Source: an optimization exercise on an open RTL-to-GDS flow (aim: small area and a short achievable clock period). Production flows keep margins and buffers that such runs may drop. Function was checked by simulation only, so behaviour that the tests miss may differ from the original. Power is estimated from default activity; no workload was simulated.

### flow/config.mk
export PLATFORM = sky130hd
export DESIGN_NAME = data_mem_responder
export DESIGN_NICKNAME = data_mem_responder
export VERILOG_FILES = /design/flow/design.v
export SDC_FILE = /design/flow/constraint.sdc
export NUM_CORES = 4
export LEC_CHECK = 0
export ABC_CLOCK_PERIOD_IN_PS = 1500
export CAP_MARGIN = 20
export CORE_MARGIN = 2
export CORE_UTILIZATION = 62
export CTS_BUF_LIST = sky130_fd_sc_hd__clkbuf_8 sky130_fd_sc_hd__clkbuf_16
export CTS_CLUSTER_DIAMETER = 100
export CTS_CLUSTER_SIZE = 26
export SETUP_SLACK_MARGIN = 2.05
export SLEW_MARGIN = 20
export SYNTH_HIERARCHICAL = 1
export SYNTH_MEMORY_MAX_BITS = 8192
### flow/constraint.sdc
create_clock -name core_clock -period 4.0 [get_ports {ck}]
set_input_delay 0.8000 -clock core_clock [delete_from_list [all_inputs] [get_ports {ck}]]
set_output_delay 0.8000 -clock core_clock [all_outputs]
set_load 0.01 [all_outputs]
### flow/design.v
module data_mem_responder (
  input  logic        ck,
  input  logic        rst_n,
  input  logic        is_load,
  input  logic        is_write,
  input  logic [8:0]  load_addr,
  input  logic [8:0]  write_addr,
  input  logic [15:0] data,
  output logic        mem_ready,
  output logic        ld_valid,
  output logic [15:0] ld_data,
  output logic        addr_err,
  output logic [1:0]  dbg_state
);
  logic r_busy, r_busy_o, r_ready, r_t1, r_t2, r_t3, r_st0, r_st1, r_vld, r_err;
  logic w_req, w_acc;
  assign w_req = is_load | is_write;
  assign r_ready = !r_busy;
  assign w_acc = r_ready & w_req;
  logic        r_ld, r_lerr, r_err_any, r_byp, r_rd_mem, r_wr_mem;
  logic [15:0] r_data;
  logic [7:0]  r_laddr, r_waddr;
  logic        w_lerr, w_werr, w_byp, w_rd_mem, w_wr_mem;
  assign w_lerr   = load_addr[8];
  assign w_werr   = write_addr[8];
  assign w_wr_mem = is_write & !w_werr;
  assign w_byp    = w_wr_mem & !w_lerr & (load_addr[7:0] == write_addr[7:0]);
  assign w_rd_mem = is_load & !w_lerr & !w_byp;
  always_ff @(posedge ck) begin
    if (r_ready) begin
      r_ld      <= is_load;
      r_lerr    <= w_lerr;
      r_err_any <= (is_load & w_lerr) | (is_write & w_werr);
      r_byp     <= w_byp;
      r_data    <= data;
      r_rd_mem  <= w_rd_mem;
      r_wr_mem  <= w_wr_mem;
      r_laddr   <= load_addr[7:0];
      r_waddr   <= write_addr[7:0];
    end
  end
  logic [255:0] r_sel;
  logic [15:0]  r_whi, r_wlo;
  always_ff @(posedge ck) begin
    for (int w = 0; w < 256; w++)
      r_sel[w] <= r_rd_mem & (r_laddr == 8'(w));
    for (int i = 0; i < 16; i++) begin
      r_whi[i] <= r_wr_mem & (r_waddr[7:4] == 4'(i));
      r_wlo[i] <= (r_waddr[3:0] == 4'(i));
    end
  end
  always_ff @(posedge ck or negedge rst_n) begin
    if (!rst_n) begin
      r_busy   <= 1'b0;
      r_busy_o <= 1'b0;
      r_t1    <= 1'b0;
      r_t2    <= 1'b0;
      r_t3    <= 1'b0;
      r_st0   <= 1'b0;
      r_st1   <= 1'b0;
      r_vld   <= 1'b0;
      r_err   <= 1'b0;
    end else begin
      r_busy   <= (r_busy | w_req) & !r_st1;
      r_busy_o <= w_acc | r_t1 | r_t2 | r_t3;
      r_t1    <= w_acc;
      r_t2    <= r_t1;
      r_t3    <= r_t2;
      r_st0   <= w_acc | r_t1 | r_t2;
      r_st1   <= r_t3;
      r_vld   <= r_t3 & r_ld;
      r_err   <= r_t3 & r_err_any;
    end
  end
  logic [15:0] r_mem [256];
  always_ff @(posedge ck) begin
    for (int w = 0; w < 256; w++)
      if (r_t3 & r_whi[w / 16] & r_wlo[w % 16])
        r_mem[w] <= r_data;
  end
  logic [15:0] w_slice_n [86];
  for (genvar i = 0; i < 85; i++) begin : g_slice
    for (genvar b = 0; b < 16; b++) begin : g_bit
      dmem_aoi222 u_aoi (
        .a0(r_sel[3 * i]),     .b0(r_mem[3 * i][b]),
        .a1(r_sel[3 * i + 1]), .b1(r_mem[3 * i + 1][b]),
        .a2(r_sel[3 * i + 2]), .b2(r_mem[3 * i + 2][b]),
        .y(w_slice_n[i][b])
      );
    end
  end
  assign w_slice_n[85] = ~({16{r_sel[255]}} & r_mem[255]);
  logic [15:0] w_part [8];
  always_comb begin
    for (int k = 0; k < 8; k++)
      w_part[k] = 16'h0;
    for (int i = 0; i < 86; i++)
      w_part[i * 8 / 86] = w_part[i * 8 / 86] | ~w_slice_n[i];
  end
  logic [15:0] r_part [8];
  always_ff @(posedge ck) begin
    for (int k = 0; k < 8; k++)
      r_part[k] <= w_part[k];
  end
  logic [15:0] w_rd;
  assign w_rd = r_part[0] | r_part[1] | r_part[2] | r_part[3] |
                r_part[4] | r_part[5] | r_part[6] | r_part[7] |
                ({16{r_byp}} & r_data) | ({16{r_lerr}} & 16'hDEAD);
  logic [15:0] r_ld_data;
  always_ff @(posedge ck or negedge rst_n) begin
    if (!rst_n)
      r_ld_data <= 16'h0;
    else if (r_t3 & r_ld)
      r_ld_data <= w_rd;
  end
  assign mem_ready = !r_busy_o;
  assign ld_valid  = r_vld;
  assign ld_data   = r_ld_data;
  assign addr_err  = r_err;
  assign dbg_state = {r_st1, r_st0};
endmodule
module dmem_aoi222 (
  input  logic a0, b0, a1, b1, a2, b2,
  output logic y
);
  assign y = ~((a0 & b0) | (a1 & b1) | (a2 & b2));
endmodule
### flow/flow/run.sh
#!/bin/bash
# Standard layout with three changes: footprint-free resizing (so repair_timing can resize
# the port buffers), more antenna-repair iterations, and, between placement and CTS, the
# output-port flip-flops moved next to their port buffers at the pins.
set -euo pipefail
VARS="MATCH_CELL_FOOTPRINT=0 MAX_REPAIR_ANTENNAS_ITER_GRT=15 MAX_REPAIR_ANTENNAS_ITER_DRT=15"
bash standard.sh $VARS place > flow_make_place.log 2>&1
RESULTS=$PWD/orfs/results/$FLOW_PLATFORM/data_mem_responder/base openroad -no_init -exit flow/place_outputs.tcl > flow_place_outputs.log 2>&1
bash standard.sh $VARS finish > flow_make_finish.log 2>&1
### flow/flow/move_out.tcl
# Place each output port's buffer, and the flip-flop (with any gates between them) that
# drives it, at the port's pin, just inside the core; detailed_placement legalizes them.
set block [ord::get_db_block]
set core [$block getCoreArea]
set cx0 [expr {[$core xMin] + 2000}]; set cx1 [expr {[$core xMax] - 8000}]
set cy0 [expr {[$core yMin] + 2000}]; set cy1 [expr {[$core yMax] - 4000}]
foreach bterm [$block getBTerms] {
  if {[$bterm getIoType] ne "OUTPUT"} { continue }
  set box [lindex [[lindex [$bterm getBPins] 0] getBoxes] 0]
  set x [expr {([$box xMin] + [$box xMax]) / 2}]
  set y [expr {([$box yMin] + [$box yMax]) / 2}]
  set x [expr {max($cx0, min($cx1, $x))}]
  set y [expr {max($cy0, min($cy1, $y))}]
  set net [$bterm getNet]
  set cur ""
  foreach it [$net getITerms] { if {[$it isOutputSignal]} { set cur [$it getInst] } }
  set buf $cur
  if {$buf eq ""} { continue }
  for {set depth 0} {$cur ne "" && $depth < 4} {incr depth} {
    set master [[$cur getMaster] getName]
    $cur setLocation $x $y
    $cur setPlacementStatus PLACED
    puts "port [$bterm getName]: moved [$cur getName] ($master)"
    if {[string match *df* $master]} {
      # also the other loads of the flip-flop's output (the hold mux of an enable register)
      foreach it [$cur getITerms] {
        if {![$it isOutputSignal]} { continue }
        set qn [$it getNet]
        if {$qn eq "NULL" || $qn eq ""} { continue }
        foreach l [$qn getITerms] {
          set li [$l getInst]
          if {$li ne $cur && [[$li getMaster] getName] ne [[$buf getMaster] getName]} {
            $li setLocation $x $y
            $li setPlacementStatus PLACED
            puts "port [$bterm getName]: moved load [$li getName] ([[$li getMaster] getName])"
          }
        }
      }
      break
    }
    set innet ""
    foreach it [$cur getITerms] {
      if {[$it isInputSignal] && [[$it getMTerm] getSigType] eq "SIGNAL"} { set innet [$it getNet] }
    }
    set cur ""
    if {$innet ne "" && $innet ne "NULL"} {
      foreach it [$innet getITerms] { if {[$it isOutputSignal]} { set cur [$it getInst] } }
    }
  }
}
### flow/flow/place_outputs.tcl
# Runs between ORFS's place and cts steps: puts the output-port flip-flops next to their
# port buffers at the pins (move_out.tcl), legalizes, and writes 3_place.odb back.
set odb $::env(RESULTS)/3_place.odb
read_db $odb
source [file join [file dirname [info script]] move_out.tcl]
detailed_placement
check_placement -verbose
write_db $odb
### flow/standard.sh
#!/bin/bash
# synth_recipe.tcl (not shown) runs the flow's synth.tcl, then flattens the netlist and writes it again
# the make line also repeats each setting of config.mk as NAME=value (left out here)
make -C /OpenROAD-flow-scripts/flow DESIGN_CONFIG=/design/flow/config.mk WORK_HOME=/design/flow/orfs CLKGATE_MAP_FILE= SYNTH_SCRIPT=/design/flow/synth_recipe.tcl "${@:-finish}"
==> summary.md, run 1 <==
| Metric | Value |
|---|---|
| Status | timing/DRC/antenna clean |
| Largest stage delay on the critical path | 430 ps |
| Yosys reg bits | 4575 |
| Synthesized instance count | 7255 |
| Max Freq | around 440 MHz |
| Synth async-reset ratio | 0.00546 |
| Critical-path cell list | clkbuf_2 |
| Largest net degree at the start of global routing | about 160 |
| Share of layout cells above drive strength 1 | 0.149 |
| Rel. slew slack | 0.167 |
| Crit. End Element | output pin |
| First DRT Iteration DRCs | approximately 17000 |
| Synth warn | 15 |
| Crit path required time | about 3200 ps |
| Die Y | around 500 um |
| Worst R2R Setup Slack | ~1800 ps |
| Hold buffers post-CTS | 0 |
| Antenna Violating Nets Remaining | 0 |
| CP bufs+invs | 1 |
| Pwr dens | around 460 nW/um2 |
| Area growth syn-to-layout | 10.5% |
| Sequential-to-total area share from yosys stat | 0.866 |
| I/O pin count | just under 60 |
| Leakage power | roughly 53 nW |
| Post-synth EDFFs | about 4100 |
| CP Launch Type | register |
| Final worst-path cycle share | 0.562 |
| Worst hold path class | primary input to asynchronous set/reset pin |
| Root Driver | clkbuf_16 |
| DRC | 0 |
| CTS tree | done |
| Vias in the first global route | between 70000 and 80000 |
| GRT Overall Usage | 0.342 |
| Synth Cell Area | approximately 150000 um2 |
| Die Width | 502 um |
| Final wirelength | about 440 mm |
| RSZ-0062 raised after global routing | true |
| Clock latency on the worst-skew pair | between 800 and 900 ps |
| Initial Util | 0.624 |
| Overall power | ~79 mW |
| Max-Cap Viols | 0 |
| Initial antenna violation count | 23 |
| Crit path time final | ~2200 ps |
| Drt pass-1 iters | 8 |
| DP HPWL | between 200 and 300 mm |
| RD Place Congestion | between 0.8 and 0.9 |
| Prevailing post-synth register cell | edfxtp_1 |
| Arrival time at the worst endpoint | around 1500 ps |
| Syn Area/Cell | around 21 um2 |
| Core area | approximately 250000 um2 |
| Total negative setup slack | 0 ps |
| Syn Nets | around 7300 |
| Worst Path Max Fanout | 2 |
| CTS Buf Count | approximately 190 |
| Commonest cells after routing, fill and taps aside | edfxtp_1, a222oi_1, nand4_1, nor2_1, dfxtp_1 |
| Port Buf Inserts | slightly below 60 |
| Reg2reg end | r_part[7][1]$_DFF_P_ |
| Reg2reg path depth | 4 |
| Setup violators final | 0 |
| Routed length per placed instance | ~39 um |
| Row cnt | ~180 |
| Die area | 252000 um2 |
| Total congestion overflow | 0 |
| Clock slew at reported path FFs | around 100 ps |
| Critical path class | register to output pin |
| Total number of vias | between 80000 and 90000 |
| Clk_skew | roughly 33 ps |
| Final #Nets | approximately 7800 |
| Measured slew at the worst slew-check pin | 1250 ps |
| CP delay by family, top | flip-flops |
| Slew Limit Fails | 0 |
| TritonCTS Sinks | around 4600 |
| H-tree levels | 4 |
| First-pass GRT wire length | ~600 mm |
| Critical-path top delay cell | dfrtp_1 |
| Most common cell after layout, fill and taps aside | edfxtp_1 |
| Worst-case clock buffer depth | 3 |
| Library cells used by synthesis | 33 |
| Final Hold Violating Endpoints | 0 |
| Peak VDD IR | a little under 0.5 mV |
| Via-to-Cell Ratio | between 7 and 8 |
| Critical R2R Launch | r_sel[246]$_DFF_P_ |
-- power by group --
part / internal [mW] / leakage, nW / total [mW] / switching, mW
Clock: 9.12 / 3.30 / 22.9 / 13.8
Combinational: 0.718 / 8.48 / 2.97 / 2.25
Sequential: 52.4 / 40.9 / 52.7 / 0.365
Total: 62.2 / 52.7 / 78.7 / 16.4
-- what timing repair did --
action                                 4_1_cts  5_1_grt
resized for setup                          990      124
endpoints found under the hold margin        0        0
setup endpoints to repair                 4523     1316
setup buffers                              160       48
pin swaps                                  247      192
cloned                                       2        6
-- per-layer routing --
metal | track usage | share of wire | vias to the layer above
met4 | 0.138 | 0.046 | 6
met5 | 0 | 0.000091 | -
li1 | - | - | 33800
met3 | 0.0548 | 0.097 | 651
met1 | 0.478 | 0.37 | 43800
met2 | 0.548 | 0.49 | 4867
-- Yosys stat by module (local to each module, per instance) --
module,copies in the design,area (um2),cells,flip-flops and latches
dmem_aoi222,1360,10.0,1,0
data_mem_responder,1,140000,5895,4575
-- state kept, by name, indices dropped and copies added, names as in the netlist, 8 cells and up --
name,count
r_wlo,16
r_waddr,8
r_ld_data,16
r_whi,16
r_mem,4096
r_sel,256
r_data,16
r_part,128
r_laddr,8
-- cell type report --
type                    count  area (um2)
multi-input cells        2580       22700
clock inverters           160         626
inverters                   3        15.0
fillers                 15400       76300
repair inverters            1        5.00
repair buffers            389        3900
flip-flops and latches   4575      133000
well taps                3312        4140
clock buffers             199        4980
diodes                     23        57.6
-- cell usage after synthesis (8+ instances only) --
| cell | number | area, um2 |
|---|---|---|
| buf_2 | 28 | 140 |
| nand4_1 | 354 | 2210 |
| nand3_1 | 14 | 70.1 |
| nor2_1 | 385 | 1450 |
| edfxtp_1 | 4134 | 124000 |
| and3_1 | 257 | 1610 |
| or3_1 | 17 | 106 |
| clkbuf_1 | 72 | 270 |
| dfxtp_1 | 416 | 8330 |
| nand2_1 | 62 | 233 |
| nor3_1 | 10 | 50.1 |
| a222oi_1 | 1360 | 13600 |
| a2111oi_0 | 11 | 96.3 |
| or4_1 | 16 | 120 |
| nor4_1 | 19 | 119 |
| a211oi_1 | 16 | 120 |
| a2bb2oi_1 | 11 | 96.3 |
| dfrtp_1 | 25 | 626 |
| xnor2_1 | 8 | 70.1 |
-- logic make-up after synthesis --
kind of cell,after synthesis,share of synthesized area
AO/OA/AOI/OAI,1410,0.0910
XOR/XNOR,8,0.000456
buffers and inverters,105,0.00284
flip-flops,4575,0.866
AND/OR/NAND/NOR,1157,0.0399
-- how the worst max path moves through the flow --
stage	from	endpoint	slack [ps]	depth (start not counted)
6_report	r_ld_data[6]$_DFFE_PN0P_	ld_data[6]	1750	1
5_1_grt	r_ld_data[6]$_DFFE_PN0P_	ld_data[6]	1670	1
4_1_cts	r_ld_data[6]$_DFFE_PN0P_	ld_data[6]	1700	1
3_5_place_dp	is_write	r_rd_mem$_DFFE_PN_	940	6
3_3_place_gp	is_write	r_rd_mem$_DFFE_PN_	810	6
2_1_floorplan	r_data[13]$_DFFE_PN_	r_mem[0][13]$_DFFE_PP_	-60	0
-- stage by stage --
stage | instance area [um2] | hold slack (ps) | worst slack, ps | util | instances
2_1_floorplan | 154000 | 348 | -63.5 | - | 7255
3_3_place_gp | 159000 | 366 | 812 | 0.647 | 10600
3_5_place_dp | 159000 | 388 | 941 | 0.647 | 10600
4_1_cts | 169000 | 333 | 1700 | 0.686 | 11200
5_1_grt | 170000 | 348 | 1670 | 0.690 | 11200
6_report | 170000 | 377 | 1750 | 0.690 | 11200
==> inputs of run 2 (changes only) <==
--- a/flow/config.mk
+++ b/flow/config.mk
@@ -14,3 +14,3 @@
 export CTS_CLUSTER_SIZE = 26
-export SETUP_SLACK_MARGIN = 2.05
+export SETUP_SLACK_MARGIN = 1.85
 export SLEW_MARGIN = 20
==> run 2 against run 1 <==
  * Still clean
  * Final cell count down 1.4%
  * Sequential power about the same
  * Sequential cell count unchanged
  * First-iteration DRC count up 0.58%
  * Worst setup slack worse by 120 ps
  * Wire length down 1.5%
  * Register-to-register slack about the same
  * Count of clock-buffer cells in the layout unchanged
  * Die area unchanged
  * Critical path depth up 5
  * Highest routed layer unchanged
==> summary.md, run 2 <==
| Metric | Value |
|---|---|
| Most common cell after layout, fill and taps aside | edfxtp_1 |
| Clock slew at reported path FFs | 100 ps (about the same) |
| Post-synth EDFFs | 4134 (unchanged) |
| Synth async-reset ratio | 0.00546 (unchanged) |
| Final wirelength | 432 mm (-1.5%) |
| Fillers | 15700 (+1.8%) |
| Peak VDD IR | 0.495 mV (+0.48%) |
| Cell Count, Final, Fillers Out | 11100 (-1.4%) |
| Final worst-path setup slack | 1630 ps (-116 ps) |
| Clk_skew | 28.6 ps (-4.51 ps) |
| Initial antenna violation count | 26 (+13%) |
| Rel. slew slack | 0.168 (+0.00118) |
| Top post-synthesis cells by count | edfxtp_1, a222oi_1, dfxtp_1 |
| Root Driver | clkbuf_16 |
| Switching part of the total | 0.208 (-0.00105) |
| I/O pin count | 59 (unchanged) |
| Total congestion overflow | 0 (unchanged) |
| DRC | 0 (unchanged) |
| Max-Cap Viols | 0 (unchanged) |
| Crit path required time | 4620 ps (+1420 ps) |
| Library cells used by synthesis | 33 (unchanged) |
| Yosys reg bits | 4575 (unchanged) |
| Prevailing post-synth register cell | edfxtp_1 |
| H-tree levels | 4 (unchanged) |
| Internal power | 62.1 mW (-0.13%) |
| Combinational share of power | 0.035 (-0.003) |
| DP HPWL | 256 mm (unchanged) |
| RD Place Congestion | 0.880 (unchanged) |
| Hold Worst Slack | 379 ps (+2.32 ps) |
| Total number of vias | 82100 (-1.2%) |
| Setup WS pre-CTS | 941 ps (unchanged) |
| Critical-path cell list | clkdlybuf4s50_1 -> nor2b_1 -> nand4_1 -> buf_4 -> nor4_1 -> nor3b_1 |
| Measured slew at the worst slew-check pin | 1250 ps (-1.77 ps) |
| Syn Nets | 7293 (unchanged) |
| Final worst-path cycle share | 0.591 (+0.0289) |
| Via-to-Cell Ratio | 7.41 (+0.22%) |
| Antenna Violating Nets Remaining | 0 (unchanged) |
| Inst Count DP | 10600 (unchanged) |
| First-pass GRT wire length | 594 mm (-0.99%) |
| Vias in the first global route | 77200 (-1.0%) |
| Top flop regs | r_mem x4096, r_sel x256, r_part x128 |
| Sequential-to-total area share from yosys stat | 0.866 (unchanged) |
| Synthesized instance count | 7255 (unchanged) |
| Arrival time at the worst endpoint | 2980 ps (+1530 ps) |
| Count leader, synth | edfxtp_1 |
| Top cell type's share of synthesized area | 0.808 (unchanged) |
| Sequential share of power | 0.673 (+0.002) |
| Row cnt | 182 (unchanged) |
| CTS tree | done |
| Critical path class | primary input to register |
| Pwr dens | 469 nW/um2 (+1.2%) |
| Overall power | 78.5 mW (-0.26%) |
| Leakage power | 51.5 nW (-2.1%) |
| Share of layout cells above drive strength 1 | 0.113 (-0.0362) |
| Drt pass-1 iters | 10 (+2) |
| Status | timing/DRC/antenna clean |
| Clk pwr share | 0.292 (about the same) |
| Worst hold path class | primary input to asynchronous set/reset pin |
| Core area | 246000 um2 (unchanged) |
| CP Launch Type | primary input |
| CP bufs+invs | 2 (+1) |
| Die Y | 502 um (unchanged) |
| First DRT Iteration DRCs | 17000 (+0.58%) |
| Slew Limit Fails | 0 (unchanged) |
| Largest stage delay on the critical path | 660 ps (+230 ps) |
| Synth warn | 15 (unchanged) |
| Area growth syn-to-layout | 8.93% |
| GRT Overall Usage | 0.338 (-0.00361) |
| RSZ-0062 raised after global routing | true |
| DP Area | 159000 um2 (unchanged) |
| Critical-path top delay cell | nor2b_1 |
| Post-route cell area | 167000 um2 (-1.4%) |
| Initial Util | 0.624 (unchanged) |
| Port Buf Inserts | 58 (unchanged) |
| Final #Nets | 7623 (-2.0%) |
| Hold buffers post-CTS | 0 (unchanged) |
| Final Hold Violating Endpoints | 0 (unchanged) |
| Crit path time final | 2370 ps (+116 ps) |
| CTS Buf Count | 193 (unchanged) |
| Switching power | 16.3 mW (-0.76%) |
| CP delay by family, top | simple AND/OR/NAND/NOR gates |
| Commonest cells after routing, fill and taps aside | edfxtp_1, a222oi_1, nand4_1, nor2_1, dfxtp_1 |
| Largest net degree at the start of global routing | 158 (unchanged) |
| Die area | 252000 um2 (unchanged) |
| TritonCTS Sinks | 4575 (unchanged) |
| Syn Area/Cell | 21.2 um2 (unchanged) |
| Worst Path Max Fanout | 3 (+1) |
| Routed length per placed instance | 39.0 um (-0.11%) |
| Crit. End Element | register |
| Worst-case clock buffer depth | 3 (unchanged) |
| Yosys top cell by area | edfxtp_1 |
| Clock latency on the worst-skew pair | 880 ps (about the same) |
| Max Freq | 423 MHz (-4.9%) |
| Max reg flops | 4096 (unchanged) |
| Setup violators final | 0 (unchanged) |
| Die Width | 502 um (unchanged) |
| Top reg by flops | r_mem |
| Synth Cell Area | 154000 um2 (unchanged) |
| Area contributors post-synth | edfxtp_1, a222oi_1, dfxtp_1, nand4_1, and3_1 |
run 2: changes by cell type in the layout (fill, tap and decap cells not counted), sizes merged:
cell,before,now
and3,262,257
clkbuf,221,215
buf,330,183
diode,23,26
run 2: path summary, 6_finish.rpt:
check / slack, ps / to / start / cells past startpoint
worst max-delay path: 1630 / r_rd_mem$_DFFE_PN_ / is_write / 6
worst min-delay path: 380 / r_ld_data[14]$_DFFE_PN0P_ / rst_n / 2
worst max register to register: 1780 / r_part[3][7]$_DFF_P_ / r_sel[121]$_DFF_P_ / 3
worst min register to register: 400 / r_t2$_DFF_PN0_ / r_t1$_DFF_PN0_ / 0
max in group asynchronous: 3190 / r_t3$_DFF_PN0_ / rst_n / 2
min in group core_clock: 400 / r_t2$_DFF_PN0_ / r_t1$_DFF_PN0_ / 0
run 2: what timing repair did:
action / in CTS / in global routing
cloned: 1 / 0
pin swaps: 72 / 59
setup endpoints to repair: 4101 / 2164
resized for setup: 611 / 148
setup buffers: 40 / 17
run 2: kinds of logic after synthesis:
| logic type | count (synthesis) | synth area share |
|---|---|---|
| AOI/OAI and AO/OA | 1410 | 0.0910 |
| xor gates and xnor gates | 8 | 0.000456 |
| buffers and inverters | 105 | 0.00284 |
| DFF | 4575 | 0.866 |
| and+or+nand+nor | 1157 | 0.0399 |
run 2: power groups by stage:
| stage | registers [mW] | clock network [mW] | logic, mW |
|---|---|---|---|
| 3_5_place_dp | 53.9 | 0 | 2.36 |
| 4_1_cts | 52.8 | 23.0 | 2.62 |
| 2_1_floorplan | 54.3 | 0 | 0.415 |
| 6_report | 52.8 | 22.9 | 2.76 |
| 3_3_place_gp | 53.9 | 0 | 2.29 |
| 5_1_grt | 52.8 | 24.6 | 2.78 |
run 2: Yosys stat by module, one instance, submodules excluded:
| module | flops+latches | copies in the design | cell area [um2] |
|---|---|---|---|
| data_mem_responder | 4575 | 1 | 140000 |
| dmem_aoi222 | 0 | 1360 | 10.0 |
run 2: area by class of cell:
cell class	count	area (um2)	area share
Clock buffer	199	4980	0.0297
Tap cell	3312	4140	0.0247
Timing Repair Buffer	236	2320	0.0139
Inverter	3	15.0	0.0000897
Antenna cell	26	65.1	0.000389
Multi-Input combinational cell	2575	22000	0.131
Timing Repair inverter	1	5.00	0.0000299
Clock inverter	160	626	0.00374
Sequential cell	4575	133000	0.796
run 2: metal layers:
metal	part of all wire	wire length, um	vias up	global-route usage
met5	0.000062	27	-	0
met4	0.044	18900	4	0.131
met3	0.099	43000	615	0.0565
met2	0.49	210000	4837	0.544
met1	0.37	160000	43200	0.472
li1	-	-	33500	-
run 2: stage by stage:
stage | setup TNS [ps] | utilization
4_1_cts | 0 | 0.677
2_1_floorplan | -250660 | -
3_5_place_dp | 0 | 0.647
6_report | 0 | 0.680
5_1_grt | 0 | 0.680
3_3_place_gp | 0 | 0.647
==> inputs of run 3 (changes only) <==
--- a/flow/config.mk
+++ b/flow/config.mk
@@ -10,3 +10,3 @@
 export CORE_MARGIN = 2
-export CORE_UTILIZATION = 62
+export CORE_UTILIZATION = 70
 export CTS_BUF_LIST = sky130_fd_sc_hd__clkbuf_8 sky130_fd_sc_hd__clkbuf_16
==> run 3 against run 2 <==
  * Final area shrank 0.79%
  * Wire length decreased by 2.1%
  * First-iteration DRC count rose by 15%
  * Critical endpoint is now r_sel[230]$_DFF_P_
  * Highest routed layer unchanged
==> summary.md, run 3 <==
| Metric | Value |
|---|---|
| Status | timing/DRC/antenna clean |
| Worst Hold Depth | 0 |
| Total negative setup slack | 0 ps (unchanged) |
| Die area | 223000 um2 (-11%) |
| DP Area | 159000 um2 (-0.48%) |
| I/O pin count | 59 (unchanged) |
| Row cnt | 172 (-5.5%) |
| First DRT Iteration DRCs | 19400 (+15%) |
| TritonCTS Sinks | 4575 (unchanged) |
| Critical-path top delay cell | edfxtp_1 |
| Crit path required time | 4820 ps (+200 ps) |
| Post-Synth Adder-Cell Area | 0 (unchanged) |
| Synth Cell Area | 154000 um2 (unchanged) |
| Critical path class | register to register |
| Peak VDD IR | 0.547 mV (+11%) |
| Routed length per placed instance | 39.6 um (+1.6%) |
| CP dominant cell by count | nor2_1 |
| Synth async-reset ratio | 0.00546 (unchanged) |
| Worst Path Max Fanout | 11 (+8) |
| Crit. End Element | register |
| Initial antenna violation count | 49 (+88%) |
| RD Place Congestion | 0.926 (+5.2%) |
| Pwr dens | 471 nW/um2 (+0.53%) |
| Yosys top cell by area | edfxtp_1 |
| Largest stage delay on the critical path | 580 ps (-80 ps) |
| Reg2reg end | r_sel[230]$_DFF_P_ |
| Yosys reg bits | 4575 (unchanged) |
| Vias in the first global route | 77000 (-0.29%) |
| CP Launch Type | register |
| Rel. slew slack | 0.183 (+0.0149) |
| Leakage power | 51.7 nW (+0.26%) |
| Max Freq | 414 MHz (-2.0%) |
| Setup violators final | 0 (unchanged) |
| Worst-case clock buffer depth | 3 (unchanged) |
| Slew Limit Fails | 0 (unchanged) |
| Drt pass-1 iters | 13 (+3) |
| Post-route cell area | 166000 um2 (-0.79%) |
| DRC | 0 (unchanged) |
| Switching power | 16.1 mW (-1.2%) |
| Final wirelength | 423 mm (-2.1%) |
| Arrival time at the worst endpoint | 3230 ps (+250 ps) |
| Core area | 219000 um2 (-11%) |
| GRT Overall Usage | 0.374 (+0.0356) |
| H-tree levels | 4 (unchanged) |
| Clk_skew | 33.1 ps (+4.46 ps) |
| Initial Util | 0.702 (+0.0772) |
| Root Driver | clkbuf_16 |
| Final Hold Violating Endpoints | 0 (unchanged) |
| Sequential share of power | 0.675 (+0.002) |
| Total number of vias | 83200 (+1.3%) |
| Cell Count, Final, Fillers Out | 10700 (-3.7%) |
| DP HPWL | 248 mm (-3.5%) |
| Library cells used by synthesis | 33 (unchanged) |
| Crit path time final | 2410 ps (+47.3 ps) |
| CP bufs+invs | 1 (-1) |
| CTS Buf Count | 193 (unchanged) |
| Area contributors post-synth | edfxtp_1, a222oi_1, dfxtp_1, nand4_1, and3_1 |
| Worst R2R Setup Slack | 1590 ps (-190 ps) |
| Post-synth EDFFs | 4134 (unchanged) |
| Syn Area/Cell | 21.2 um2 (unchanged) |
| Total congestion overflow | 0 (unchanged) |
| CTS tree | done |
| Inst Count DP | 10200 (-4.4%) |
| Mux cell area share after synthesis | 0 (unchanged) |
| Sequential-to-total area share from yosys stat | 0.866 (unchanged) |
| Reg2reg path depth | 5 (+2) |
| Combinational share of power | 0.036 (about the same) |
| Synth warn | 15 (unchanged) |
| Synthesized instance count | 7255 (unchanged) |
| Clock latency on the worst-skew pair | 900 ps (+20 ps) |
| Clock slew at reported path FFs | 100 ps (about the same) |
| Overall power | 78.2 mW (-0.26%) |
| Max-Cap Viols | 0 (unchanged) |
| Combinational family with the most area after synthesis | compound AO/OA/AOI/OAI gates |
| Hold Path Sink | r_t2$_DFF_PN0_ |
| Count leader, synth | edfxtp_1 |
| Most common cell after layout, fill and taps aside | edfxtp_1 |
| Internal power | 62.1 mW (about the same) |
| Final worst-path cycle share | 0.603 (+0.0118) |
| Switching part of the total | 0.206 (-0.00196) |
| Post-synthesis compound-gate area fraction | 0.0910 (unchanged) |
| Largest net degree at the start of global routing | 205 (+30%) |
| Critical-path cell list | nand2_1 -> nor2_1 -> nand2_4 -> buf_4 -> nor2_1 |
| Top reg by flops | r_mem |
| Share of layout cells above drive strength 1 | 0.109 (-0.00415) |
| Prevailing post-synth register cell | edfxtp_1 |
| Top post-synthesis cells by count | edfxtp_1, a222oi_1, dfxtp_1 |
| RSZ-0062 raised after global routing | true |
| Final #Nets | 7608 (-0.20%) |
| Max reg flops | 4096 (unchanged) |
| Syn Nets | 7293 (unchanged) |
| Die Width | 473 um (-5.8%) |
| Commonest cells after routing, fill and taps aside | edfxtp_1, a222oi_1, nand4_1, nor2_1, dfxtp_1 |
| First-pass GRT wire length | 580 mm (-2.3%) |
| Antenna Violating Nets Remaining | 0 (unchanged) |
| Hold path start | r_t1$_DFF_PN0_ |
| Port Buf Inserts | 58 (unchanged) |
| Area growth syn-to-layout | 8.07% |
| Clk pwr share | 0.289 (-0.003) |
| Simple-gate share of the synthesized area | 0.0399 (unchanged) |
| Via-to-Cell Ratio | 7.79 (+5.1%) |
| Worst hold path class | register to register |
| Die Y | 473 um (-5.8%) |
| Measured slew at the worst slew-check pin | 1230 ps (-22.4 ps) |
| Top cell type's share of synthesized area | 0.808 (unchanged) |
| XOR/XNOR share of the synthesized area | 0.000456 (unchanged) |
| CP delay by family, top | simple AND/OR/NAND/NOR gates |
| Top flop regs | r_mem x4096, r_sel x256, r_part x128 |
| Critical R2R Launch | r_laddr[2]$_DFFE_PN_ |
run 3: changes by cell type in the layout (fill, tap and decap cells not counted), moves of 5 or more:
| cell | previous run | this run |
|---|---|---|
| diode_2 | 26 | 77 |
| nor2_1 | 334 | 339 |
| and3_2 | 66 | 252 |
| buf_4 | 133 | 120 |
| nor2_4 | 21 | 13 |
| and3_1 | 11 | 5 |
| nor4_2 | 2 | 9 |
| nor4_4 | 8 | 2 |
| and3_4 | 180 | 0 |
| dfxtp_4 | 24 | 17 |
| dfxtp_2 | 76 | 63 |
| dfxtp_1 | 316 | 336 |
run 3: how the worst max path moves through the flow:
stage                                     from                      to  slack, ps  cells past startpoint
after detailed placement              is_write      r_busy_o$_DFF_PN0_       1220                      5
after global placement                is_write      r_busy_o$_DFF_PN0_       1200                      5
after CTS                 r_laddr[1]$_DFFE_PN_      r_sel[216]$_DFF_P_       1490                      4
after floorplan           r_data[13]$_DFFE_PN_  r_mem[0][13]$_DFFE_PP_        -60                      0
final                     r_laddr[2]$_DFFE_PN_      r_sel[230]$_DFF_P_       1590                      5
after global routing      r_laddr[2]$_DFFE_PN_      r_sel[230]$_DFF_P_       1580                      5
run 3: cells by family (layout without fill, tap and decap cells):
kind of cell	count (synthesis)	in the layout
flip-flops	4575	4575
other	0	77
XOR/XNOR	8	8
buffers and inverters	105	582
AND/OR/NAND/NOR	1157	1157
AO/OA/AOI/OAI	1410	1410
run 3: per-module statistics from Yosys (local to each module, per instance):
module	cells inside	copies in the design	cell area (um2)	flops+latches
dmem_aoi222	1	1360	10.0	0
data_mem_responder	5895	1	140000	4575
run 3: routing by layer:
| layer | global-route usage | wire, um | up-vias |
|---|---|---|---|
| li1 | - | - | 33500 |
| met1 | 0.531 | 147000 | 42300 |
| met2 | 0.565 | 198000 | 6486 |
| met3 | 0.0742 | 53900 | 915 |
| met4 | 0.195 | 24100 | 22 |
| met5 | 0 | 146 | - |
run 3: area by class of cell:
cell class / count / area (um2)
Antenna cell: 77 / 193
Clock buffer: 199 / 4980
Clock inverter: 158 / 618
Fill cell: 12100 / 53000
Inverter: 3 / 15.0
Multi-Input combinational cell: 2575 / 21300
Sequential cell: 4575 / 133000
Tap cell: 2871 / 3590
Timing Repair Buffer: 221 / 2190
Timing Repair inverter: 1 / 7.51
run 3: repair_timing:
action	4_1_cts	5_1_grt
hold endpoints to repair	1	0
gates resized for setup	181	376
endpoints found under the setup margin	4304	3302
pin swaps	1	88
setup buffers	16	47
gates cloned	1	0
hold buffers	1	0
run 3: through the flow:
step | hold WS [ps] | utilization | setup WS (ps)
3_3_place_gp | 374 | 0.724 | 1200
5_1_grt | 408 | 0.758 | 1580
2_1_floorplan | 348 | - | -63.5
4_1_cts | 399 | 0.752 | 1490
6_report | 393 | 0.758 | 1590
3_5_place_dp | 374 | 0.724 | 1220
run 3: power groups by stage:
stage / logic (mW) / registers [mW] / clock network [mW]
floorplan: 0.415 / 54.3 / 0
global placement: 2.21 / 53.9 / 0
detailed placement: 2.28 / 53.9 / 0
CTS: 2.55 / 52.8 / 22.6
global route: 2.79 / 52.8 / 24.2
finish: 2.80 / 52.8 / 22.6
run 3: worst register-to-register path, delay by kind of cell (launching register included):
family / cells / cell delay [ps]
buffers and inverters: 1 / 390
flip-flops: 1 / 580
AND/OR/NAND/NOR: 4 / 1380
==> inputs of run 4 (changes only) <==
--- a/flow/design.v
+++ b/flow/design.v
@@ -19,6 +19,6 @@
   assign w_acc = r_ready & w_req;
-  logic        r_ld, r_lerr, r_err_any, r_byp, r_rd_mem, r_wr_mem;
+  logic        r_ld, r_lerr, r_err_any, r_rd_mem, r_wr_mem;
   logic [15:0] r_data;
   logic [7:0]  r_laddr, r_waddr;
-  logic        w_lerr, w_werr, w_byp, w_rd_mem, w_wr_mem;
+  logic        w_lerr, w_werr, w_rd_mem, w_wr_mem;
   assign w_lerr   = load_addr[8];
@@ -26,4 +26,3 @@
   assign w_wr_mem = is_write & !w_werr;
-  assign w_byp    = w_wr_mem & !w_lerr & (load_addr[7:0] == write_addr[7:0]);
-  assign w_rd_mem = is_load & !w_lerr & !w_byp;
+  assign w_rd_mem = is_load & !w_lerr;
   always_ff @(posedge ck) begin
@@ -33,3 +32,2 @@
       r_err_any <= (is_load & w_lerr) | (is_write & w_werr);
-      r_byp     <= w_byp;
       r_data    <= data;
@@ -43,3 +41,5 @@
   logic [15:0]  r_whi, r_wlo;
+  logic         r_byp;
   always_ff @(posedge ck) begin
+    r_byp <= r_wr_mem & r_rd_mem & (r_laddr == r_waddr);
     for (int w = 0; w < 256; w++)
@@ -105,5 +105,6 @@
   logic [15:0] w_rd;
-  assign w_rd = r_part[0] | r_part[1] | r_part[2] | r_part[3] |
-                r_part[4] | r_part[5] | r_part[6] | r_part[7] |
-                ({16{r_byp}} & r_data) | ({16{r_lerr}} & 16'hDEAD);
+  assign w_rd = r_byp ? r_data :
+                (r_part[0] | r_part[1] | r_part[2] | r_part[3] |
+                 r_part[4] | r_part[5] | r_part[6] | r_part[7] |
+                 ({16{r_lerr}} & 16'hDEAD));
   logic [15:0] r_ld_data;
--- a/flow/config.mk
+++ b/flow/config.mk
@@ -10,3 +10,3 @@
 export CORE_MARGIN = 2
-export CORE_UTILIZATION = 70
+export CORE_UTILIZATION = 62
 export CTS_BUF_LIST = sky130_fd_sc_hd__clkbuf_8 sky130_fd_sc_hd__clkbuf_16
@@ -14,3 +14,3 @@
 export CTS_CLUSTER_SIZE = 26
-export SETUP_SLACK_MARGIN = 1.85
+export SETUP_SLACK_MARGIN = 2.05
 export SLEW_MARGIN = 20
==> run 4 against run 3 <==
  * Clock power is essentially flat
  * First-iteration DRC count is essentially flat
  * Core utilization shrank 8.0 points
  * Largest power group unchanged
  * Critical path depth shrank 4
  * Synthesized cell count grew 0.73%
  * Critical endpoint is now ld_data[14]
  * Via count grew 1.4%
  * Non-clock buffer count grew 70
==> summary.md, run 4 <==
| Metric | Value |
|---|---|
| DP HPWL | 262 mm (+5.9%) |
| RSZ-0062 raised after global routing | true |
| Clk pwr share | 0.292 (+0.003) |
| Internal power | 62.2 mW (about the same) |
| Rel. slew slack | 0.107 (-0.0765) |
| Max-Cap Viols | 0 (unchanged) |
| Synthesized instance count | 7308 (+0.73%) |
| I/O pin count | 59 (unchanged) |
| First DRT Iteration DRCs | 19400 (-0.026%) |
| Final worst-path setup slack | 1750 ps (+167 ps) |
| Initial Util | 0.621 (-0.0803) |
| Top flop regs | r_mem x4096, r_sel x256, r_part x128 |
| Routed length per placed instance | 39.6 um (about the same) |
| Setup violators final | 0 (unchanged) |
| Critical-path top delay cell | dfrtp_1 |
| Post-synth EDFFs | 4133 (-0.024%) |
| Prevailing post-synth register cell | edfxtp_1 |
| Core area | 248000 um2 (+13%) |
| Measured slew at the worst slew-check pin | 1340 ps (+115 ps) |
| Share of layout cells above drive strength 1 | 0.134 (+0.0248) |
| Setup WS pre-CTS | 1280 ps (+61.0 ps) |
| Switching part of the total | 0.208 (+0.00185) |
| Final Hold Violating Endpoints | 0 (unchanged) |
| Area growth syn-to-layout | 9.13% |
| Worst R2R Setup Slack | 1800 ps (+210 ps) |
| Vias in the first global route | 77500 (+0.60%) |
| Area of the multi-input gates | 21700 um2 (+1.8%) |
| Initial antenna violation count | 39 (-20%) |
| Count leader, synth | edfxtp_1 |
| Via-to-Cell Ratio | 7.52 (-3.5%) |
| CP bufs+invs | 1 (unchanged) |
| Combinational share of power | 0.036 (about the same) |
| Total negative setup slack | 0 ps (unchanged) |
| Switching power | 16.3 mW (+1.2%) |
| Total number of vias | 84300 (+1.4%) |
| Largest stage delay on the critical path | 410 ps (-170 ps) |
| H-tree levels | 4 (unchanged) |
| Total congestion overflow | 0 (unchanged) |
| DRC | 0 (unchanged) |
| Max reg flops | 4096 (unchanged) |
| CP delay by family, top | flip-flops |
| Slew Limit Fails | 0 (unchanged) |
| Synth Cell Area | 154000 um2 (+0.24%) |
| Library cells used by synthesis | 40 (+21%) |
| Sequential-to-total area share from yosys stat | 0.864 (-0.00212) |
| Synth warn | 15 (unchanged) |
| Worst hold path class | primary input to asynchronous set/reset pin |
| CTS tree | done |
| Pwr dens | 467 nW/um2 (-0.92%) |
| Worst-case clock buffer depth | 3 (unchanged) |
| GRT Overall Usage | 0.347 (-0.0271) |
| Crit. End Element | output pin |
| Synth async-reset ratio | 0.00546 (unchanged) |
| Fillers | 16000 (+32%) |
| Drt pass-1 iters | 9 (-4) |
| Crit path time final | 2250 ps (-167 ps) |
| Area contributors post-synth | edfxtp_1, a222oi_1, dfxtp_1, nand4_1, and3_1 |
| Seq. cell area | 133000 um2 (+0.15%) |
| TritonCTS Sinks | 4575 (unchanged) |
| Arrival time at the worst endpoint | 1450 ps (-1780 ps) |
| Sequential share of power | 0.672 (-0.003) |
| Worst Path Max Fanout | 2 (-9) |
| Port Buf Inserts | 58 (unchanged) |
| Yosys reg bits | 4575 (unchanged) |
| Die Width | 503 um (+6.3%) |
| Crit path required time | 3200 ps (-1620 ps) |
| Clk_skew | 38.2 ps (+5.13 ps) |
| Critical path class | register to output pin |
| Root Driver | clkbuf_16 |
| Top reg by flops | r_mem |
| CTS Buf Count | 193 (unchanged) |
| Clock slew at reported path FFs | 100 ps (about the same) |
| Clock latency on the worst-skew pair | 890 ps (about the same) |
| Antenna Violating Nets Remaining | 0 (unchanged) |
| Cell Count, Final, Fillers Out | 11200 (+5.0%) |
| Leakage power | 52.4 nW (+1.5%) |
| Max Freq | 445 MHz (+7.4%) |
| Final wirelength | 445 mm (+5.1%) |
| Syn Nets | 7346 (+0.73%) |
| Row cnt | 183 (+6.4%) |
| Yosys top cell by area | edfxtp_1 |
| CP Launch Type | register |
| Commonest cells after routing, fill and taps aside | edfxtp_1, a222oi_1, nand4_1, nor2_1, dfxtp_1 |
| Syn Area/Cell | 21.1 um2 (-0.49%) |
| Critical-path cell list | clkbuf_2 |
| Final worst-path cycle share | 0.561 (-0.0417) |
| Inst Count DP | 10700 (+4.9%) |
| Peak VDD IR | 0.482 mV (-12%) |
| Most common cell after layout, fill and taps aside | edfxtp_1 |
| Die area | 253000 um2 (+13%) |
| Largest net degree at the start of global routing | 159 (-22%) |
| Top post-synthesis cells by count | edfxtp_1, a222oi_1, dfxtp_1 |
| First-pass GRT wire length | 608 mm (+4.7%) |
| Final #Nets | 7712 (+1.4%) |
| Die Y | 503 um (+6.3%) |
| Status | timing/DRC/antenna clean |
| Top cell type's share of synthesized area | 0.805 (-0.00211) |
| RD Place Congestion | 0.948 (+2.4%) |
run 4: changes by cell type in the layout (fill, tap and decap cells not counted), sizes merged, moves of 7 or more:
cell	before	now
nor4	19	29
nor3	10	17
a32o	0	11
clkbuf	214	229
buf	169	226
inv	160	179
nand2	62	71
a2111oi	11	0
o21ai	0	11
or4	16	1
diode	77	48
a2bb2oi	11	0
run 4: kinds of logic after synthesis:
group,after synthesis,share of synthesized area
compound gates,1410,0.0907
xor+xnor,8,0.000455
buf+inv,139,0.00407
flops,4575,0.864
simple gates,1176,0.0411
run 4: layer usage:
layer,up-vias,share of wire,GRT usage
met5,-,0.000074,0
met4,4,0.040,0.123
met2,6048,0.47,0.532
li1,33700,-,-
met1,43900,0.38,0.516
met3,639,0.12,0.0545
run 4: worst paths after layout:
check                           depth (start not counted)                 startpoint                   endpoint
min in group core_clock                                 0             r_t2$_DFF_PN0_             r_t3$_DFF_PN0_
worst max register to register                          4         r_sel[240]$_DFF_P_      r_part[7][14]$_DFF_P_
worst min-delay path                                    1                      rst_n   r_ld_data[9]$_DFFE_PN0P_
worst min register to register                          0             r_t2$_DFF_PN0_             r_t3$_DFF_PN0_
max in group asynchronous                               2                      rst_n  r_ld_data[13]$_DFFE_PN0P_
worst max-delay path                                    1  r_ld_data[14]$_DFFE_PN0P_                ld_data[14]
run 4: power groups by stage:
| stage | Clock [mW] | Combinational, mW | Sequential [mW] |
|---|---|---|---|
| after floorplan | 0 | 0.473 | 54.2 |
| after global placement | 0 | 2.41 | 54.0 |
| after detailed placement | 0 | 2.46 | 54.0 |
| after CTS | 23.1 | 2.70 | 52.7 |
| after global routing | 24.6 | 2.84 | 52.8 |
| final | 22.9 | 2.79 | 52.8 |
run 4: metrics by stage:
stage	util	hold slack, ps	cell area (um2)	total power, mW
4_1_cts	0.675	353	167000	78.5
3_5_place_dp	0.644	380	160000	56.4
5_1_grt	0.678	404	168000	80.2
2_1_floorplan	-	353	154000	54.7
3_3_place_gp	0.644	377	160000	56.4
6_report	0.678	387	168000	78.5
run 4: Yosys stat by module, one instance, submodules excluded:
module	flops+latches	copies in the design
dmem_aoi222	0	1360
data_mem_responder	4575	1
run 4: cell type report:
type,instances,share of cell area
diodes,48,0.000714
clock buffers,201,0.0299
clock inverters,160,0.00369
inverters,19,0.000424
multi-input cells,2594,0.129
flip-flops and latches,4575,0.794
well taps,3330,0.0248
repair buffers,291,0.0180
run 4: timing repair:
action / in CTS / in global routing
cloned: 2 / 1
buffers inserted: 86 / 42
resized for setup: 633 / 127
hold buffers: 0 / 0
setup endpoints to repair: 4510 / 395
pin swaps: 210 / 193
==> inputs of run 5 (changes only) <==
--- a/flow/config.mk
+++ b/flow/config.mk
@@ -18 +18,2 @@
 export SYNTH_MEMORY_MAX_BITS = 8192
+export TNS_END_PERCENT = 20
==> run 5 against run 4 <==
  * Still clean
  * Hold slack worse by 6.7 ps
  * Final cell count is 0.38% lower
  * Final area is 0.53% lower
  * Total power hardly changed
  * Highest routed layer unchanged
==> summary.md, run 5 <==
| Metric | Value |
|---|---|
| Root Driver | clkbuf_16 |
| Worst R2R Setup Slack | 1640 ps (-160 ps) |
| Measured slew at the worst slew-check pin | 1330 ps (-7.66 ps) |
| Clk pwr share | 0.292 (about the same) |
| Prevailing post-synth register cell | edfxtp_1 |
| Combinational share of power | 0.035 (about the same) |
| CP dominant cell by count | nand4_1 |
| Library cells used by synthesis | 40 (unchanged) |
| Total congestion overflow | 0 (unchanged) |
| Inst Count DP | 10700 (unchanged) |
| Clock slew at reported path FFs | 100 ps (about the same) |
| CTS Buf Count | 193 (unchanged) |
| Most common cell after layout, fill and taps aside | edfxtp_1 |
| Post-synth EDFFs | 4133 (unchanged) |
| Hold buffers post-CTS | 0 (unchanged) |
| Synthesized instance count | 7308 (unchanged) |
| Final worst-path cycle share | 0.591 (+0.0294) |
| Via-to-Cell Ratio | 7.49 (-0.39%) |
| Switching part of the total | 0.208 (-0.000210) |
| Synth warn | 15 (unchanged) |
| Commonest cells after routing, fill and taps aside | edfxtp_1, a222oi_1, nand4_1, nor2_1, dfxtp_1 |
| Synth Cell Area | 154000 um2 (unchanged) |
| I/O pin count | 59 (unchanged) |
| Vias in the first global route | 77000 (-0.68%) |
| Sequential-to-total area share from yosys stat | 0.864 (unchanged) |
| RSZ-0062 raised after global routing | true |
| Total number of vias | 83700 (-0.77%) |
| Count leader, synth | edfxtp_1 |
| Core area | 248000 um2 (unchanged) |
| Crit. End Element | register |
| Fillers | 16100 (+0.50%) |
| H-tree levels | 4 (unchanged) |
| Antenna Violating Nets Remaining | 0 (unchanged) |
| Critical-path top delay cell | a222oi_1 |
| Slew Limit Fails | 0 (unchanged) |
| Rel. slew slack | 0.104 (-0.00229) |
| Share of layout cells above drive strength 1 | 0.106 (-0.0278) |
| Synth async-reset ratio | 0.00546 (unchanged) |
| DP HPWL | 262 mm (unchanged) |
| Largest stage delay on the critical path | 620 ps (+210 ps) |
| Routed length per placed instance | 39.7 um (+0.15%) |
| CP delay by family, top | compound AO/OA/AOI/OAI gates |
| Critical path class | register to register |
| Largest net degree at the start of global routing | 159 (unchanged) |
| Utilization after layout | 0.675 (-0.00356) |
| Leakage power | 52.3 nW (-0.35%) |
| Reg2reg end | r_part[7][14]$_DFF_P_ |
| Pwr dens | 469 nW/um2 (+0.48%) |
| Max-Cap Viols | 0 (unchanged) |
| Final #Nets | 7672 (-0.52%) |
| CP bufs+invs | 1 (unchanged) |
| Clk_skew | 45.0 ps (+6.75 ps) |
| Die area | 253000 um2 (unchanged) |
| Area growth syn-to-layout | 8.55% |
| Critical R2R Launch | r_sel[242]$_DFF_P_ |
| Seq. cell area | 133000 um2 (about the same) |
| Overall power | 78.4 mW (about the same) |
| Top flop regs | r_mem x4096, r_sel x256, r_part x128 |
| Area of the multi-input gates | 21300 um2 (-1.9%) |
| Setup WS pre-CTS | 1280 ps (unchanged) |
| Switching power | 16.3 mW (-0.14%) |
| CTS tree | done |
| Cell Count, Final, Fillers Out | 11200 (-0.38%) |
| Yosys reg bits | 4575 (unchanged) |
| Peak VDD IR | 0.481 mV (-0.23%) |
| Initial antenna violation count | 42 (+7.7%) |
| Critical-path cell list | buf_6 -> a222oi_1 -> nand4_1 -> a211oi_2 -> nand4_1 |
| Sequential share of power | 0.673 (about the same) |
| TritonCTS Sinks | 4575 (unchanged) |
| Total negative setup slack | 0 ps (unchanged) |
| GRT Overall Usage | 0.345 (-0.00211) |
| First-pass GRT wire length | 604 mm (-0.66%) |
| Top post-synthesis cells by count | edfxtp_1, a222oi_1, dfxtp_1 |
| Max reg flops | 4096 (unchanged) |
| Internal power | 62.2 mW (about the same) |
| Clock latency on the worst-skew pair | 910 ps (+20 ps) |
| RD Place Congestion | 0.948 (unchanged) |
| Area contributors post-synth | edfxtp_1, a222oi_1, dfxtp_1, nand4_1, and3_1 |
| Port Buf Inserts | 58 (unchanged) |
| Status | timing/DRC/antenna clean |
| Final Hold Violating Endpoints | 0 (unchanged) |
| Syn Area/Cell | 21.1 um2 (unchanged) |
| Post-route cell area | 167000 um2 (-0.53%) |
| Hold Worst Slack | 380 ps (-6.66 ps) |
| Final worst-path setup slack | 1640 ps (-117 ps) |
| First DRT Iteration DRCs | 19600 (+0.81%) |
| Max Freq | 423 MHz (-5.0%) |
| Arrival time at the worst endpoint | 3050 ps (+1600 ps) |
| Worst Path Max Fanout | 6 (+4) |
| Top cell type's share of synthesized area | 0.805 (unchanged) |
| CP Launch Type | register |
| Drt pass-1 iters | 13 (+4) |
| Die Width | 503 um (unchanged) |
| Top reg by flops | r_mem |
| Initial Util | 0.621 (unchanged) |
| Crit path time final | 2360 ps (+118 ps) |
| Row cnt | 183 (unchanged) |
| Final wirelength | 444 mm (-0.23%) |
| DRC | 0 (unchanged) |
| Yosys top cell by area | edfxtp_1 |
| DP Area | 160000 um2 (unchanged) |
| Crit path required time | 4690 ps (+1490 ps) |
| Worst hold path class | primary input to asynchronous set/reset pin |
| Syn Nets | 7346 (unchanged) |
| Setup violators final | 0 (unchanged) |
| Reg2reg path depth | 5 (+1) |
| Die Y | 503 um (unchanged) |
| Worst-case clock buffer depth | 3 (unchanged) |
==> run 5: cell counts after synthesis <==
No cell type changed its count.
==> run 5: kinds of logic after synthesis <==
group,Yosys count,share of synthesized area
flops,4575,0.864
compound gates,1410,0.0907
simple gates,1176,0.0411
buf+inv,139,0.00407
xor+xnor,8,0.000455
==> run 5: worst max path at each step <==
| stage | from | end | depth (start not counted) |
|---|---|---|---|
| after floorplan | r_data[0]$_DFFE_PN_ | r_mem[0][0]$_DFFE_PP_ | 0 |
| after global placement | r_laddr[0]$_DFFE_PN_ | r_sel[254]$_DFF_P_ | 4 |
| after detailed placement | r_laddr[0]$_DFFE_PN_ | r_sel[207]$_DFF_P_ | 3 |
| after CTS | r_st1$_DFF_PN0_ | dbg_state[1] | 1 |
| after global routing | r_sel[242]$_DFF_P_ | r_part[7][14]$_DFF_P_ | 5 |
| final | r_sel[242]$_DFF_P_ | r_part[7][14]$_DFF_P_ | 5 |
==> run 5: power by group through the flow <==
stage,Clock (mW),Sequential [mW],Combinational [mW]
3_3_place_gp,0,54.0,2.41
2_1_floorplan,0,54.2,0.473
6_report,22.9,52.8,2.75
3_5_place_dp,0,54.0,2.46
4_1_cts,23.1,52.8,2.65
5_1_grt,24.6,52.8,2.79
==> run 5: metal layers <==
layer	routed length, um	track usage	up-vias	part of all wire
met3	53200	0.0562	591	0.12
met5	92	0	-	0.00021
met1	166000	0.513	43500	0.37
met2	206000	0.525	5998	0.46
li1	-	-	33600	-
met4	18200	0.128	14	0.041
==> run 5: layout make-up <==
cell class | instances | share of cell area
Multi-Input combinational cell | 2594 | 0.127
Tap cell | 3330 | 0.0249
Clock inverter | 160 | 0.00371
Inverter | 19 | 0.000426
Antenna cell | 45 | 0.000673
Sequential cell | 4575 | 0.797
Timing Repair Buffer | 251 | 0.0156
Clock buffer | 201 | 0.0301
==> run 5: what timing repair did <==
item / 4_1_cts / 5_1_grt
hold endpoints to repair: 0 / 0
setup buffers: 22 / 67
setup endpoints to repair: 4510 / 3548
pin swaps: 7 / 189
gates cloned: 2 / 0
resized for setup: 180 / 318
==> run 5: worst reg2reg max path, stage by stage, from the launching register on <==
cell and delay [ps]:
dfxtp_2 330, buf_6 130, a222oi_1 620, nand4_1 390, a211oi_2 410, nand4_1 260
==> run 5: modules after synthesis, one instance, submodules excluded <==
module              copies in the design  cells  flops+latches  area, um2
data_mem_responder                     1   5948           4575     140000
dmem_aoi222                         1360      1              0       10.0
==> inputs of run 6 (changes only) <==
--- a/flow/design.v
+++ b/flow/design.v
@@ -19,5 +19,6 @@
   assign w_acc = r_ready & w_req;
-  logic        r_ld, r_lerr, r_err_any, r_rd_mem, r_wr_mem;
+  logic        r_ld, r_lerr, r_err_any, r_wr_mem;
   logic [15:0] r_data;
-  logic [7:0]  r_laddr, r_waddr;
+  logic [15:0] r_rhi, r_rlo;      
+  logic [7:0]  r_waddr;
   logic        w_lerr, w_werr, w_rd_mem, w_wr_mem;
@@ -33,6 +34,8 @@
       r_data    <= data;
-      r_rd_mem  <= w_rd_mem;
       r_wr_mem  <= w_wr_mem;
-      r_laddr   <= load_addr[7:0];
       r_waddr   <= write_addr[7:0];
+      for (int i = 0; i < 16; i++) begin
+        r_rhi[i] <= w_rd_mem & (load_addr[7:4] == 4'(i));
+        r_rlo[i] <= (load_addr[3:0] == 4'(i));
+      end
     end
@@ -43,5 +46,5 @@
   always_ff @(posedge ck) begin
-    r_byp <= r_wr_mem & r_rd_mem & (r_laddr == r_waddr);
+    r_byp <= r_wr_mem & r_rhi[r_waddr[7:4]] & r_rlo[r_waddr[3:0]];
     for (int w = 0; w < 256; w++)
-      r_sel[w] <= r_rd_mem & (r_laddr == 8'(w));
+      r_sel[w] <= r_rhi[w / 16] & r_rlo[w % 16];
     for (int i = 0; i < 16; i++) begin
--- a/flow/config.mk
+++ b/flow/config.mk
@@ -18,2 +18 @@
 export SYNTH_MEMORY_MAX_BITS = 8192
-export TNS_END_PERCENT = 20
==> run 6 against run 5 <==
  * Global-route usage increased by 0.65 points
  * Clock skew decreased by 5.7 ps
  * Maximum frequency increased by 3.6%
  * Wire length increased by 3.1%
  * Final cell count increased by 2.2%
  * Combinational power increased by 110%
  * Worst setup slack improved by 83 ps
  * Register-to-register slack improved by 180 ps
  * Hold slack got worse by 330 ps
  * Sequential power increased by 3%
  * Clock power about the same
  * Core utilization increased by 0.95 points
  * Critical path type is now register to output pin
==> summary.md, run 6 <==
| Metric | Value |
|---|---|
| Reg2reg path depth | 6 (+1) |
| Slew Limit Fails | 0 (unchanged) |
| Largest net degree at the start of global routing | 150 (-5.7%) |
| TritonCTS Sinks | 4598 (+0.50%) |
| Critical-path cell list | clkbuf_2 |
| Worst-case clock buffer depth | 3 (unchanged) |
| Antenna Violating Nets Remaining | 0 (unchanged) |
| Syn Nets | 7354 (+0.11%) |
| Leakage power | 52.6 nW (+0.71%) |
| Hold buffers post-CTS | 0 (unchanged) |
| Area contributors post-synth | edfxtp_1, a222oi_1, dfxtp_1, nand4_1, and2_1 |
| Crit path required time | 3200 ps (-1490 ps) |
| Commonest cells after routing, fill and taps aside | edfxtp_1, a222oi_1, nand4_1, and2_1, dfxtp_1 |
| Yosys top cell by area | edfxtp_1 |
| Synth async-reset ratio | 0.00544 (-0.0000273) |
| Critical-path top delay cell | dfrtp_1 |
| Initial antenna violation count | 65 (+55%) |
| Max-Cap Viols | 0 (unchanged) |
| Post-route cell area | 170000 um2 (+1.8%) |
| Core area | 249000 um2 (+0.37%) |
| Post-synth EDFFs | 4156 (+0.56%) |
| Library cells used by synthesis | 37 (-7.5%) |
| Synth Cell Area | 155000 um2 (+0.72%) |
| Via-to-Cell Ratio | 7.48 (-0.12%) |
| CTS Buf Count | 194 (+0.52%) |
| Die area | 254000 um2 (+0.72%) |
| Drt pass-1 iters | 13 (unchanged) |
| Final Hold Violating Endpoints | 0 (unchanged) |
| Hold Worst Slack | 53.6 ps (-326 ps) |
| CP Depth | 1 (-4) |
| Measured slew at the worst slew-check pin | 1190 ps (-144 ps) |
| Yosys reg bits | 4598 (+0.50%) |
| Max reg flops | 4096 (unchanged) |
| Rel. slew slack | 0.208 (+0.104) |
| Vias in the first global route | 78500 (+2.0%) |
| Clock slew at reported path FFs | 100 ps (about the same) |
| Die Y | 504 um (+0.36%) |
| Final wirelength | 457 mm (+3.1%) |
| Initial Util | 0.624 (+0.00219) |
| Fillers | 15800 (-1.6%) |
| Clk_skew | 39.3 ps (-5.65 ps) |
| Top post-synthesis cells by count | edfxtp_1, a222oi_1, dfxtp_1 |
| Routed length per placed instance | 40.1 um (+0.94%) |
| Top flop regs | r_mem x4096, r_sel x256, r_part x128 |
| Most common cell after layout, fill and taps aside | edfxtp_1 |
| Final #Nets | 7808 (+1.8%) |
| Clock latency on the worst-skew pair | 900 ps (about the same) |
| Status | timing/DRC/antenna clean |
| Setup violators final | 0 (unchanged) |
| I/O pin count | 59 (unchanged) |
| Critical path class | register to output pin |
| Syn Area/Cell | 21.2 um2 (+0.61%) |
| CP delay by family, top | flip-flops |
| GRT Overall Usage | 0.351 (+0.00648) |
| Worst hold path class | primary input to asynchronous set/reset pin |
| Die Width | 504 um (+0.36%) |
| Top cell type's share of synthesized area | 0.804 (-0.00133) |
| Synth warn | 15 (unchanged) |
| RSZ-0062 raised after global routing | true |
| Root Driver | clkbuf_16 |
| CTS tree | done |
| Final worst-path cycle share | 0.570 (-0.0208) |
| Total number of vias | 85400 (+2.1%) |
| DP HPWL | 266 mm (+1.3%) |
| CP bufs+invs | 1 (unchanged) |
| Row cnt | 183 (unchanged) |
| DRC | 0 (unchanged) |
| Max Freq | 439 MHz (+3.6%) |
| Count leader, synth | edfxtp_1 |
| CP Launch Type | register |
| Synthesized instance count | 7316 (+0.11%) |
| Worst Path Max Fanout | 2 (-4) |
| Total negative setup slack | 0 ps (unchanged) |
| Share of layout cells above drive strength 1 | 0.138 (+0.0322) |
| Area of the multi-input gates | 21900 um2 (+3.2%) |
| H-tree levels | 4 (unchanged) |
| Seq. cell area | 134000 um2 (+0.58%) |
| Total congestion overflow | 0 (unchanged) |
| RD Place Congestion | 0.879 (-7.3%) |
| Port Buf Inserts | 58 (unchanged) |
| Top reg by flops | r_mem |
| Pwr dens | 489 nW/um2 (+4.2%) |
| Area growth syn-to-layout | 9.70% |
| First-pass GRT wire length | 621 mm (+2.8%) |
| Prevailing post-synth register cell | edfxtp_1 |
| First DRT Iteration DRCs | 20400 (+4.1%) |
| DP Area | 161000 um2 (+0.76%) |
| Overall power | 83.2 mW (+6.1%) |
| Arrival time at the worst endpoint | 1480 ps (-1570 ps) |
| Largest stage delay on the critical path | 430 ps (-190 ps) |
| Worst R2R Setup Slack | 1820 ps (+180 ps) |
| Crit path time final | 2280 ps (-83.0 ps) |
| Crit. End Element | output pin |
| Peak VDD IR | 0.484 mV (+0.65%) |
| Sequential-to-total area share from yosys stat | 0.862 (-0.00175) |
run 6: per-module statistics from Yosys (local to each module, per instance):
| module | flip-flops and latches | times used |
|---|---|---|
| data_mem_responder | 4598 | 1 |
| dmem_aoi222 | 0 | 1360 |
run 6: repair_timing:
| action | CTS | global route |
|---|---|---|
| buffers inserted | 120 | 69 |
| pin swaps | 245 | 199 |
| resized for setup | 663 | 139 |
| setup endpoints to repair | 4399 | 494 |
| cloned | 1 | 1 |
run 6: worst paths after layout:
kind	from	end
worst max register to register	r_sel[144]$_DFF_P_	r_part[4][12]$_DFF_P_
min in group core_clock	is_load	r_ld$_DFFE_PN_
worst min register to register	r_t1$_DFF_PN0_	r_t2$_DFF_PN0_
worst max-delay path	r_ld_data[15]$_DFFE_PN0P_	ld_data[15]
worst min-delay path	rst_n	r_ld_data[1]$_DFFE_PN0P_
max in group asynchronous	rst_n	r_t3$_DFF_PN0_
run 6: per-layer routing:
metal	routed length, um	vias up	track usage
li1	-	34100	-
met1	167000	44300	0.505
met2	219000	6235	0.544
met3	54300	744	0.0603
met4	17500	18	0.146
met5	134	-	0
run 6: kinds of logic (layout without fill, tap and decap cells):
family	Yosys count	in the layout	synth area share
AO/OA/AOI/OAI	1421	1421	0.0900
buffers and inverters	114	733	0.00290
flip-flops	4598	4598	0.862
multiplexers	13	13	0.00137
other	0	154	0
AND/OR/NAND/NOR	1170	1170	0.0438
run 6: final cells by class:
type,instances,area share
multi-input cells,2604,0.129
inverters,5,0.000125
well taps,3330,0.0245
clock buffers,201,0.0295
repair buffers,367,0.0230
flip-flops and latches,4598,0.788
diodes,154,0.00226
clock inverters,160,0.00369
run 6: report_power, final:
| group | total, mW | leakage (nW) | switching, mW | internal, mW |
|---|---|---|---|---|
| logic | 5.84 | 8.12 | 4.09 | 1.75 |
| clock network | 23.1 | 3.33 | 13.9 | 9.20 |
| registers | 54.3 | 41.2 | 1.40 | 52.9 |
run 6: stage by stage:
| stage | setup WS, ps | instances | util |
|---|---|---|---|
| CTS | 1690 | 11200 | 0.678 |
| global route | 1670 | 11300 | 0.683 |
| finish | 1720 | 11400 | 0.684 |
| detailed placement | 851 | 10700 | 0.647 |
| global placement | 800 | 10700 | 0.647 |
| floorplan | -63.5 | 7316 | - |

## afterwards: timing with drivers on the ports
The flow's constraints put no driver on any port. The routed layouts listed below were extracted and timed again, unchanged, in two steps.
Step 1 (the two cells are an assumption about what drives the block):
set clk [get_ports {ck}]
set_driving_cell -lib_cell sky130_fd_sc_hd__clkbuf_16 $clk
set_driving_cell -lib_cell sky130_fd_sc_hd__buf_2 [delete_from_list [all_inputs] $clk]
Step 2 times the ports against the registers' clock, not the clock port: input delays grow and output delays shrink by t, the midpoint of the rising clock arrivals with the driver on.
Slacks: ideal / step 1 / step 2; pairs: ideal / step 1.
| run | shift t [ns] | setup slack, ns | hold slack, ns | latest minus earliest clock arrival (ns) | worst slew at a driven data input, ns |
|---|---|---|---|---|---|
| run 1 | 0.964 | 1.750 / 1.655 / 1.191 | 0.377 / 0.358 / 0.414 | 0.042 / 0.041 | 0.12 |
| run 2 | 0.958 | 1.635 / 1.650 / 0.721 | 0.379 / 0.363 / 0.405 | 0.036 / 0.036 | 0.13 |
| run 3 | 0.987 | 1.587 / 1.587 / 1.000 | 0.393 / 0.393 / 0.393 | 0.034 / 0.034 | 0.14 |
| run 4 | 0.985 | 1.754 / 1.643 / 1.624 | 0.387 / 0.329 / 0.406 | 0.041 / 0.042 | 0.05 |
| run 5 | 0.976 | 1.637 / 1.637 / 1.629 | 0.380 / 0.342 / 0.409 | 0.048 / 0.048 | 0.05 |
| run 6 | 0.964 | 1.720 / 1.637 / 1.119 | 0.054 / 0.011 / 0.397 | 0.042 / 0.041 | 0.13 |
After both steps setup and hold are still met in every run listed. For run 2, which loses most, drivers alone change the setup slack by +0.015 ns; drivers and shift together by -0.914 ns.
